From an optimization exercise on the open Yosys and OpenROAD flow, aimed at small area, a short achievable clock period and few clock cycles; shortcuts taken in it are not production practice. In this exercise RTL edits were held to simulation tests only and were not proved equivalent to the original. Power figures rest on the tool's default switching activity, not on a simulated workload.

==> flow/design.v, too long to show whole: its modules and the start of the top module <==
// module rnn_cell_engine: 971 lines
module rnn_cell_engine #(
    parameter int HID  = 64,
    parameter int XW   = 32,
    parameter int DW   = 20,
    parameter int FRAC = 16,
    parameter int ACC  = 44,
    parameter int AW   = 17
) (
    input  logic          clk,
    input  logic          reset,
    input  logic          ready,
    input  logic          act_mode,
    input  logic [XW-1:0] idata,
    input  logic [DW-1:0] mdata_r,
    output logic          busy,
    output logic          done,
    output logic          i_en,
    output logic          mce,
    output logic [2:0]    msel,
    output logic [AW-1:0] maddr,
    output logic [DW-1:0] mdata_w
);
  // ...
==> flow/flow/run.sh <==
#!/bin/bash
# The standard ORFS layout (bash standard.sh), with changes only to how it is optimised;
# the design, the 14 ns clock period and the I/O constraints are unchanged:
#  - repair_timing aims for a setup slack of SETUP_SLACK_MARGIN ns instead of 0, so it keeps
#    improving the critical paths below the 14 ns period;
#  - the port buffers are buf_4 cells instead of the delay buffer buffer_ports picks;
#  - clock tree synthesis clusters up to 30 sinks within 50 um per leaf buffer and inserts
#    no dummy loads.
# make's full output goes to make_finish.log; ORFS keeps each step's log under orfs/logs/.
set -euo pipefail
bash standard.sh SETUP_SLACK_MARGIN=10 \
  "BUFFER_PORTS_ARGS=-buffer_cell sky130_fd_sc_hd__buf_4" \
  "CTS_ARGS=-sink_clustering_enable -repair_clock_nets -dont_use_dummy_load -sink_clustering_size 30 -sink_clustering_max_diameter 50 -balance_levels" \
  finish > make_finish.log 2>&1
==> flow/standard.sh <==
#!/bin/bash
# synth_recipe.tcl (not shown) runs the flow's synth.tcl, then flattens the netlist and writes it again
# the make line also repeats each setting of config.mk as NAME=value (left out here)
make -C /OpenROAD-flow-scripts/flow DESIGN_CONFIG=/design/flow/config.mk WORK_HOME=/design/flow/orfs CLKGATE_MAP_FILE= SYNTH_SCRIPT=/design/flow/synth_recipe.tcl "${@:-finish}"
==> flow/config.mk <==
export PLATFORM = sky130hd
export DESIGN_NAME = rnn_cell_engine
export DESIGN_NICKNAME = rnn_cell_engine
export VERILOG_FILES = /design/flow/design.v
export SDC_FILE = /design/flow/constraint.sdc
export NUM_CORES = 4
export LEC_CHECK = 0
export CAP_MARGIN = 20
export CORE_MARGIN = 2
export CORE_UTILIZATION = 40
export SLEW_MARGIN = 20
==> flow/constraint.sdc <==
create_clock -name core_clock -period 14.0 [get_ports {clk}]
set_input_delay 2.8000 -clock core_clock [delete_from_list [all_inputs] [get_ports {clk}]]
set_output_delay 2.8000 -clock core_clock [all_outputs]
set_load 0.01 [all_outputs]
==> impl_metrics.py, run 1 <==
metrics = {
    "logic_synthesis": {
        "ys_seq_area_frac": 0.749,
        "yosysTopAreaCell": "dfxtp_1",
        "yosysWarnings": 1,
        "synth.top_cell.area_share": 0.689,
        "synth_top_family_by_area": "adder cells",
        "synth_area_leaders": "dfxtp_1 (69%), edfxtp_1 (6.0%), fa_1 (5.7%)",
        "syn-mean-instance-area_sq_um": 13.8,
    },
    "cts": {
        "cts_root_buf": "clkbuf_16",
        "path_clk_slew_ps": 90,
    },
    "setup_path": {
        "worst_setup_path_start_kind": "flop",
        "r2r_setup_slack_ps": 9920,
        "end_kind": "output pin",
        "path_cells": "buf_6",
        "required_ps": 11200,
        "crit_family": "flip-flops",
        "reg2regPathDepth": 19,
        "critPathSlowestCell": "dfxtp_4",
        "worst-path-max-fanout": 1,
        "worstReg2RegStart": "pop_q[2]$_DFFE_PP_",
    },
    "layout": {
        "utilization": 0.448,
        "nets": 5898,
        "layout_commonest_cell": "dfxtp_1",
        "layout_common_cells": "dfxtp_1 (2461), nand2_1 (480), inv_1 (306)",
        "clock_tree_area_fraction": 0.0510,
    },
    "grt": {
        "top_usage_layer": "met2",
        "met2_usage": 0.212,
        "grt_use_met1": 0.192,
        "grt_util_met3": 0.0260,
        "grt_start_max_net_pins": 67,
    },
    "min_path": {
        "holdCritStartpoint": "ring_a[64]$_DFF_P_",
    },
    "flow_run": {
        "drv_cap": 0,
    },
    "pwr": {
        "seq_power_share": 0.608,
        "ir_drop_v": 0.0000891,
        "p_leak_nw": 32.6,
        "power.density_nw_per_um2": 158,
    },
    "die": {
        "die-area_sq_um": 187000,
        "row_count": 157,
        "io_pins": 100,
        "n_tap_cell": 2464,
    },
    "placement": {
        "hpwl_mm": 82.2,
        "place_ws_ps": 9430,
    },
    "routing": {
        "route.met2.wl_mm": 56.1,
    },
    "run_status": {
        "status": "no timing/DRC/antenna violations",
    },
}
Testbench counts, summed over its fixed seeds: cycles 993,632.
==> run 2: changes to the inputs <==
--- a/flow/design.v
+++ b/flow/design.v
@@ -52,32 +52,32 @@
     logic        bpend_q, bpend_d, wpend_q, wpend_d;
     logic [31:0] xrem_q, xrem_d;
     logic [5:0]  pop_q, pop_d;
     logic [6:0]  z_q, z_d;
     logic        nz_q;
     logic        strobe;
     logic [1:0]  tk_kind_d, tk1_kind_q, tk2_kind_q;
     logic        tk_first_d, tk1_first_q, tk2_first_q, first3_q;
-    logic        tk_close_d, tk1_close_q, tk2_close_q, close3_q, close4_q;
+    logic        tk_close_d, tk1_close_q, tk2_close_q, close3_q, close4_q, close5_q;
     logic        rp_q;
     logic [5:0]  iw_q;
     logic [19:0] d_q;
     logic [8:0]  bneg_q, bone_q, btwo_q;
     logic [42:0] acc_s_q, acc_c_q;
     logic [26:0] r_q;
-    logic [17:0] res_q, wdat_q;
+    logic [17:0] res_q, wdat_q, wdat2_q;
     logic [63:0][17:0] ring_a, ring_b;
     assign busy    = busy_q;
     assign done    = done_q;
     assign i_en    = ien_q;
     assign mce     = mce_q;
     assign msel    = msel_q;
     assign maddr   = maddr_q;
-    assign mdata_w = {{2{wdat_q[17]}}, wdat_q};
+    assign mdata_w = {{2{wdat2_q[17]}}, wdat2_q};
     logic [31:0] xpre, xbelow, xone;
     logic [4:0]  xidx;
     logic        xnz;
     always_comb begin
         logic [31:0] p;
         p = xrem_q;
         for (int s = 1; s < 32; s = s * 2) p = p | (p << s);
         xpre   = p;                        
@@ -93,20 +93,20 @@
         popcount11 = '0;
         for (int m = 0; m < 11; m++) popcount11 = popcount11 + {3'd0, v[m]};
     endfunction
     logic [6:0] no_w, e_w, len_w;
     always_comb begin
         no_w = 7'(pop_q) + 7'd2;                   
         e_w  = 7'd0;
         if (!hp_q) begin
-            len_w = (no_w < 7'd6) ? 7'd6 : no_w;   
+            len_w = (no_w < 7'd7) ? 7'd7 : no_w;   
         end else begin
             if (no_w > z_q)      e_w = no_w - z_q;
-            else if (z_q <= 7'd5) e_w = 7'd1;
+            else if (z_q <= 7'd6) e_w = 7'd1;
             else                 e_w = 7'd0;
             len_w = 7'd64 + e_w;
         end
         if (!hp_q && !len_w[0]) len_w = len_w + 7'd1;
     end
     logic [5:0] step;
     assign step = t0_q ? len_q[5:0] : 6'd63;
     always_comb begin
@@ -181,42 +181,44 @@
                         ien_d      = more_q;
                     end
                     3'd2: if (more_q) xrem_d = idata;
                     3'd3, 3'd4, 3'd5: begin
                         pop_d  = ((b_q == 3'd3) ? 6'd0 : pop_q) + {2'd0, popcount11(xrem_q[10:0])};
                         xrem_d = {11'd0, xrem_q[31:11]};
                     end
                     3'd6: begin
-                        if (!more_q) begin
-                            busy_d = 1'b0;
-                            done_d = 1'b1;
-                            st_d   = ST_IDLE;
-                        end else begin
+                        if (more_q) begin
                             len_d = len_w;
-                            lm1_d = len_w - 7'd1;
                             if (hp_q) begin
                                 par_d   = ~par_q;
                                 taddr_d = taddr_q + 11'd1;
                                 tleft_d = tleft_q - 20'd1;
                                 t0_d    = 1'b0;
                             end
                         end
                     end
                     3'd7: begin
-                        icur_d  = ph_q + step + 6'd6;
-                        n_d     = '0;
-                        o_d     = '0;
-                        bpend_d = 1'b1;
-                        z_d     = '0;
-                        st_d    = ST_WIN;
+                        if (!more_q) begin
+                            busy_d = 1'b0;
+                            done_d = 1'b1;
+                            st_d   = ST_IDLE;
+                        end else begin
+                            lm1_d   = len_q - 7'd1;
+                            icur_d  = ph_q + step + 6'd6;
+                            n_d     = '0;
+                            o_d     = '0;
+                            bpend_d = 1'b1;
+                            z_d     = '0;
+                            st_d    = ST_WIN;
+                        end
                     end
                     default: ;
                 endcase
-                if (b_q >= 3'd5 && wpend_q) begin
+                if (wpend_q) begin
                     mce_d   = 1'b1;
                     msel_d  = SEL_HOUT;
                     maddr_d = {taddr_q, iw_q};
                     wpend_d = 1'b0;
                 end
                 if (b_q == 3'd7) xrem_d = idata;
             end
             ST_WIN: begin
@@ -264,40 +266,42 @@
             end
             default: begin
                 st_d   = ST_IDLE;
                 busy_d = 1'b0;
             end
         endcase
         strobe = rp_q && (ph_q == iw_q);
         if (strobe) z_d = z_q + 7'((res_q == '0) ? 1 : 0);
-        if (close4_q) wpend_d = 1'b1;
+        if (close5_q) wpend_d = 1'b1;
     end
     always_ff @(posedge clk) begin
         if (reset) begin
             st_q   <= ST_IDLE;
             busy_q <= 1'b0;
             done_q <= 1'b0;
             ien_q  <= 1'b0;
             mce_q  <= 1'b0;
             ph_q   <= '0;
             par_q  <= 1'b0;
             wpend_q <= 1'b0;
             rp_q    <= 1'b0;
             tk1_close_q <= 1'b0;
             tk2_close_q <= 1'b0;
             close3_q    <= 1'b0;
             close4_q    <= 1'b0;
+            close5_q    <= 1'b0;
         end else begin
             wpend_q <= wpend_d;
             rp_q    <= close4_q | (rp_q & ~strobe);
             tk1_close_q <= tk_close_d;
             tk2_close_q <= tk1_close_q;
             close3_q    <= tk2_close_q;
             close4_q    <= close3_q;
+            close5_q    <= close4_q;
             st_q   <= st_d;
             busy_q <= busy_d;
             done_q <= done_d;
             ien_q  <= ien_d;
             mce_q  <= mce_d;
             ph_q   <= ph_q + 6'd1;
             par_q  <= par_d;
         end
@@ -957,15 +961,16 @@
         gt1  = !r_q[26] && ((|r_q[25:17]) || (r_q[16] && (|r_q[15:0])));
         ltm1 = r_q[26] && !(&r_q[25:16]);
         if (mode_q)   sat = r_q[26] ? 18'd0 : (gt1 ? 18'h10000 : r_q[17:0]);
         else if (gt1) sat = 18'h10000;
         else if (ltm1) sat = 18'h30000;
         else          sat = r_q[17:0];
     end
     always_ff @(posedge clk) begin
-        wdat_q <= res_q;
+        wdat_q  <= res_q;
+        wdat2_q <= wdat_q;
         if (close4_q) begin
             res_q <= sat;
             iw_q  <= iprev_q;
         end
     end
 endmodule
--- a/flow/flow/run.sh
+++ b/flow/flow/run.sh
@@ -5,10 +5,10 @@
 #    improving the critical paths below the 14 ns period;
 #  - the port buffers are buf_4 cells instead of the delay buffer buffer_ports picks;
 #  - clock tree synthesis clusters up to 30 sinks within 50 um per leaf buffer and inserts
 #    no dummy loads.
 # make's full output goes to make_finish.log; ORFS keeps each step's log under orfs/logs/.
 set -euo pipefail
 bash standard.sh SETUP_SLACK_MARGIN=10 \
   "BUFFER_PORTS_ARGS=-buffer_cell sky130_fd_sc_hd__buf_4" \
-  "CTS_ARGS=-sink_clustering_enable -repair_clock_nets -dont_use_dummy_load -sink_clustering_size 30 -sink_clustering_max_diameter 50 -balance_levels" \
+  "CTS_ARGS=-sink_clustering_enable -repair_clock_nets -dont_use_dummy_load -sink_clustering_size 30 -sink_clustering_max_diameter 50" \
   finish > make_finish.log 2>&1
==> run 2 against run 1 <==
Core utilization decreased by 0.13 points. First-iteration DRC count is 1.6% lower. Combinational power is 86% higher. Still clean. Largest cell class unchanged. Register-to-register slack better by 120 ps. Synthesized area is 0.55% higher. Routed wire length shrank 3.1%.
==> impl_metrics.py, run 2 <==
metrics = {
    "sta": {
        "relSlewSlack": 0.260,
        "period_needed_ps": 4090,
        "final-setup-viol-count": 0,
        "finalHoldViolCount": 0,
        "worst_pin_slew_ps": 1080,
        "timing.final.crit_share": 0.292,
        "rsz0062_at_grt": "true",
        "max_freq_mhz": 245,
        "fin_worst_skew_ps": 131,
        "tns_ps": 0,
        "maxSlewViolCount": 0,
    },
    "placement": {
        "gp_congestion": 0.846,
        "hpwl_mm": 79.6,
        "io_buffers": 99,
    },
    "layout": {
        "nFillCells": 16312,
        "drive_gt1_frac": 0.0823,
        "layout_commonest_cell": "dfxtp_1",
        "largestRegisters": "ring_a: 1152 flops, ring_b: 1152 flops",
        "seqCellArea_sq_um": 55600,
        "multi_input_area_sq_um": 16600,
        "nets": 5890,
        "layout_common_cells": "dfxtp_1 (2485), nand2_1 (451), inv_1 (322)",
        "synthToLayoutAreaGrowth_pct": 10.7,
    },
    "cts": {
        "clock_path_buffers": 3,
        "path_clk_slew_ps": 100,
        "cts_htree_levels": 4,
        "cts_buffers": 163,
        "cts_tree": "yes",
        "cts_sinks": 2696,
        "cts_root_buf": "clkbuf_16",
        "clkLatencyLatePin_ps": 810,
        "ctsHoldBuffers": 0,
    },
    "min_path": {
        "holdPathEnd": "ring_a[1132]$_DFF_P_",
        "holdPathStages": 0,
        "hold_class": "flop to flop",
        "holdCritStartpoint": "ring_a[1150]$_DFF_P_",
    },
    "logic_synthesis": {
        "yosysWarnings": 1,
        "synth.most_common_cell": "dfxtp_1",
        "synth_flop_cell": "dfxtp_1",
        "ys_types": 67,
        "syn-mean-instance-area_sq_um": 13.8,
        "synth_area_leaders": "dfxtp_1 (69%), edfxtp_1 (6.0%), fa_1 (5.7%)",
        "ys_seq_area_frac": 0.750,
        "syn_nets": 5752,
        "yosysTopAreaCell": "dfxtp_1",
        "synth.top_cell.area_share": 0.691,
        "synthCells": 5355,
        "synthArstFlopShare": 0,
        "synth-edff-count": 147,
        "synth.cell_area_sq_um": 73900,
        "synth-seq-cells": 2696,
        "synthTopCellsByCount": "dfxtp_1 (2549), nand2_1 (452), inv_1 (322)",
    },
    "die": {
        "die-area_sq_um": 188000,
        "core_area_sq_um": 183000,
        "start_util": 0.403,
        "dieHeight_um": 434,
        "io_pins": 100,
        "row_count": 157,
        "die_x_um": 434,
    },
    "routing": {
        "ant_nets": 0,
        "via_per_inst": 4.34,
        "wl_per_cell_um": 15.4,
        "post-route-drc-count": 0,
        "drtIter0Drc": 1936,
        "vias": 34567,
        "drt-total-wl_mm": 123,
        "firstDrtPassIters": 5,
    },
    "grt": {
        "antenna_found_initial": 0,
        "grt_start_max_net_pins": 86,
        "grt_overflow_total": 0,
        "grt_pass1_vias": 34269,
        "grt_pass1_wl_mm": 193,
        "grt_usage": 0.131,
    },
    "flow_run": {
        "drv_cap": 0,
    },
    "setup_path": {
        "worst-path-max-fanout": 1,
        "arrival_ps": 1290,
        "required_ps": 11200,
        "crit_cells": 1,
        "critPathSlowestCell": "dfxtp_4",
        "crit_family": "flip-flops",
        "critPathBufInv": 1,
        "worst_setup_path_start_kind": "flop",
        "path_cells": "buf_6",
        "worstReg2RegEnd": "r_q[23]$_DFF_P_",
        "end_kind": "output pin",
        "reg2regPathDepth": 9,
        "r2r_setup_slack_ps": 10040,
        "critPathKind": "flop to output pin",
        "max_stage_delay_ps": 370,
        "worstReg2RegStart": "acc_s_q[12]$_DFF_P_",
    },
    "pwr": {
        "power.density_nw_per_um2": 169,
        "p_leak_nw": 32.6,
        "ir_drop_v": 0.000111,
        "p_total_w": 0.0138,
    },
    "run_status": {
        "status": "no timing/DRC/antenna violations",
    },
}
-- run 2: cell types whose count changed after synthesis, moves of 6 or more --
cell	delta
a211oi_1	+6
a21oi_1	+14
a221oi_1	-8
a311oi_1	+7
clkbuf_1	+6
dfxtp_1	+19
inv_1	+12
nand2_1	-28
nand2b_1	-7
nor2_1	-11
o21ai_0	-8
o21ai_1	-6
or2_2	+9
or4_1	+8
-- run 2: timing repair --
action                                  CTS  global route
gates resized for setup                 106            20
pin swaps                                 0             2
endpoints found under the setup margin   63            99
buffers inserted                          1             9
-- run 2: cell families (layout without fill, tap and decap cells) --
kind of cell | Yosys count | count (layout) | synth area share
compound gates | 496 | 496 | 0.0400
xor+xnor | 304 | 304 | 0.0360
fa+ha+maj | 341 | 341 | 0.0791
buf+inv | 501 | 637 | 0.0255
flops | 2696 | 2696 | 0.750
mux | 63 | 63 | 0.00923
other cells | 0 | 1 | 0
simple gates | 954 | 954 | 0.0599
-- run 2: how the worst max path moves through the flow --
| stage | from | end | slack, ps |
|---|---|---|---|
| 5_1_grt | wdat2_q[8]$_DFF_P_ | mdata_w[8] | 9840 |
| 6_report | wdat2_q[0]$_DFF_P_ | mdata_w[0] | 9910 |
| 2_1_floorplan | xrem_q[1]$_DFFE_PP_ | xrem_q[0]$_DFFE_PP_ | 10060 |
| 4_1_cts | wdat2_q[0]$_DFF_P_ | mdata_w[0] | 9830 |
| 3_5_place_dp | bone_q[0]$_DFF_P_ | acc_c_q[19]$_DFF_P_ | 9800 |
| 3_3_place_gp | bone_q[0]$_DFF_P_ | acc_c_q[20]$_DFF_P_ | 9820 |
-- run 2: power by group --
part           leakage, nW  internal (W)  switching, W
registers             21.9       0.00799      0.000179
clock network         2.01       0.00205       0.00223
logic                 8.75      0.000586      0.000792
-- run 2: final cells by class --
cell class | instances | area share
Sequential cell | 2696 | 0.679
Multi-Input combinational cell | 2158 | 0.203
Clock buffer | 163 | 0.0498
Tap cell | 2464 | 0.0377
Timing Repair Buffer | 151 | 0.0160
Inverter | 323 | 0.0148
Antenna cell | 1 | 0.0000306
-- run 2: per-layer routing --
layer  vias to the layer above  global-route usage  wire length, um
met4                         0              0.0497             4090
met2                       614               0.191            50900
met1                     16466               0.191            62100
met3                       253              0.0271             5440
met5                         -                   0                0
li1                      17234                   -                -
-- run 2: through the flow --
| step | cell area (sq um) | util | setup WS [ps] | hold slack (ps) | cells |
|---|---|---|---|---|---|
| floorplan | 73900 | - | 10060 | 310 | 5355 |
| global placement | 77400 | 0.422 | 9820 | 309 | 7782 |
| detailed placement | 77400 | 0.422 | 9800 | 312 | 7782 |
| CTS | 81700 | 0.446 | 9830 | 245 | 7946 |
| global route | 81800 | 0.447 | 9840 | 251 | 7955 |
| finish | 81800 | 0.447 | 9910 | 254 | 7956 |
Testbench counts of run 2, summed over its fixed seeds: cycles 993,664.

## afterwards: timing with drivers on the ports
The flow's constraints put no driver on any port. The routed layouts listed below were extracted and timed again, unchanged, in two steps. Step 1, drivers: a clkbuf_16 drives clk and a buf_2 each remaining input, both assumed. Step 2 moves the port delays by t, midway between the first and last clock arrival at a register: inputs arrive t later, outputs are due t later. That takes back most of the time a late clock gives input paths. Slacks: ideal ports / drivers / drivers and shift; pairs: ideal ports / drivers.
run	shift t [ns]	setup slack, ns	latest minus earliest clock arrival (ns)	worst data-port slew with drivers (ns)
run 1	0.836	9.882 / 9.799 / 9.922	0.123 / 0.124	0.06
run 2	0.824	9.914 / 9.834 / 10.045	0.141 / 0.141	0.04
After both steps every run listed still meets setup and hold.
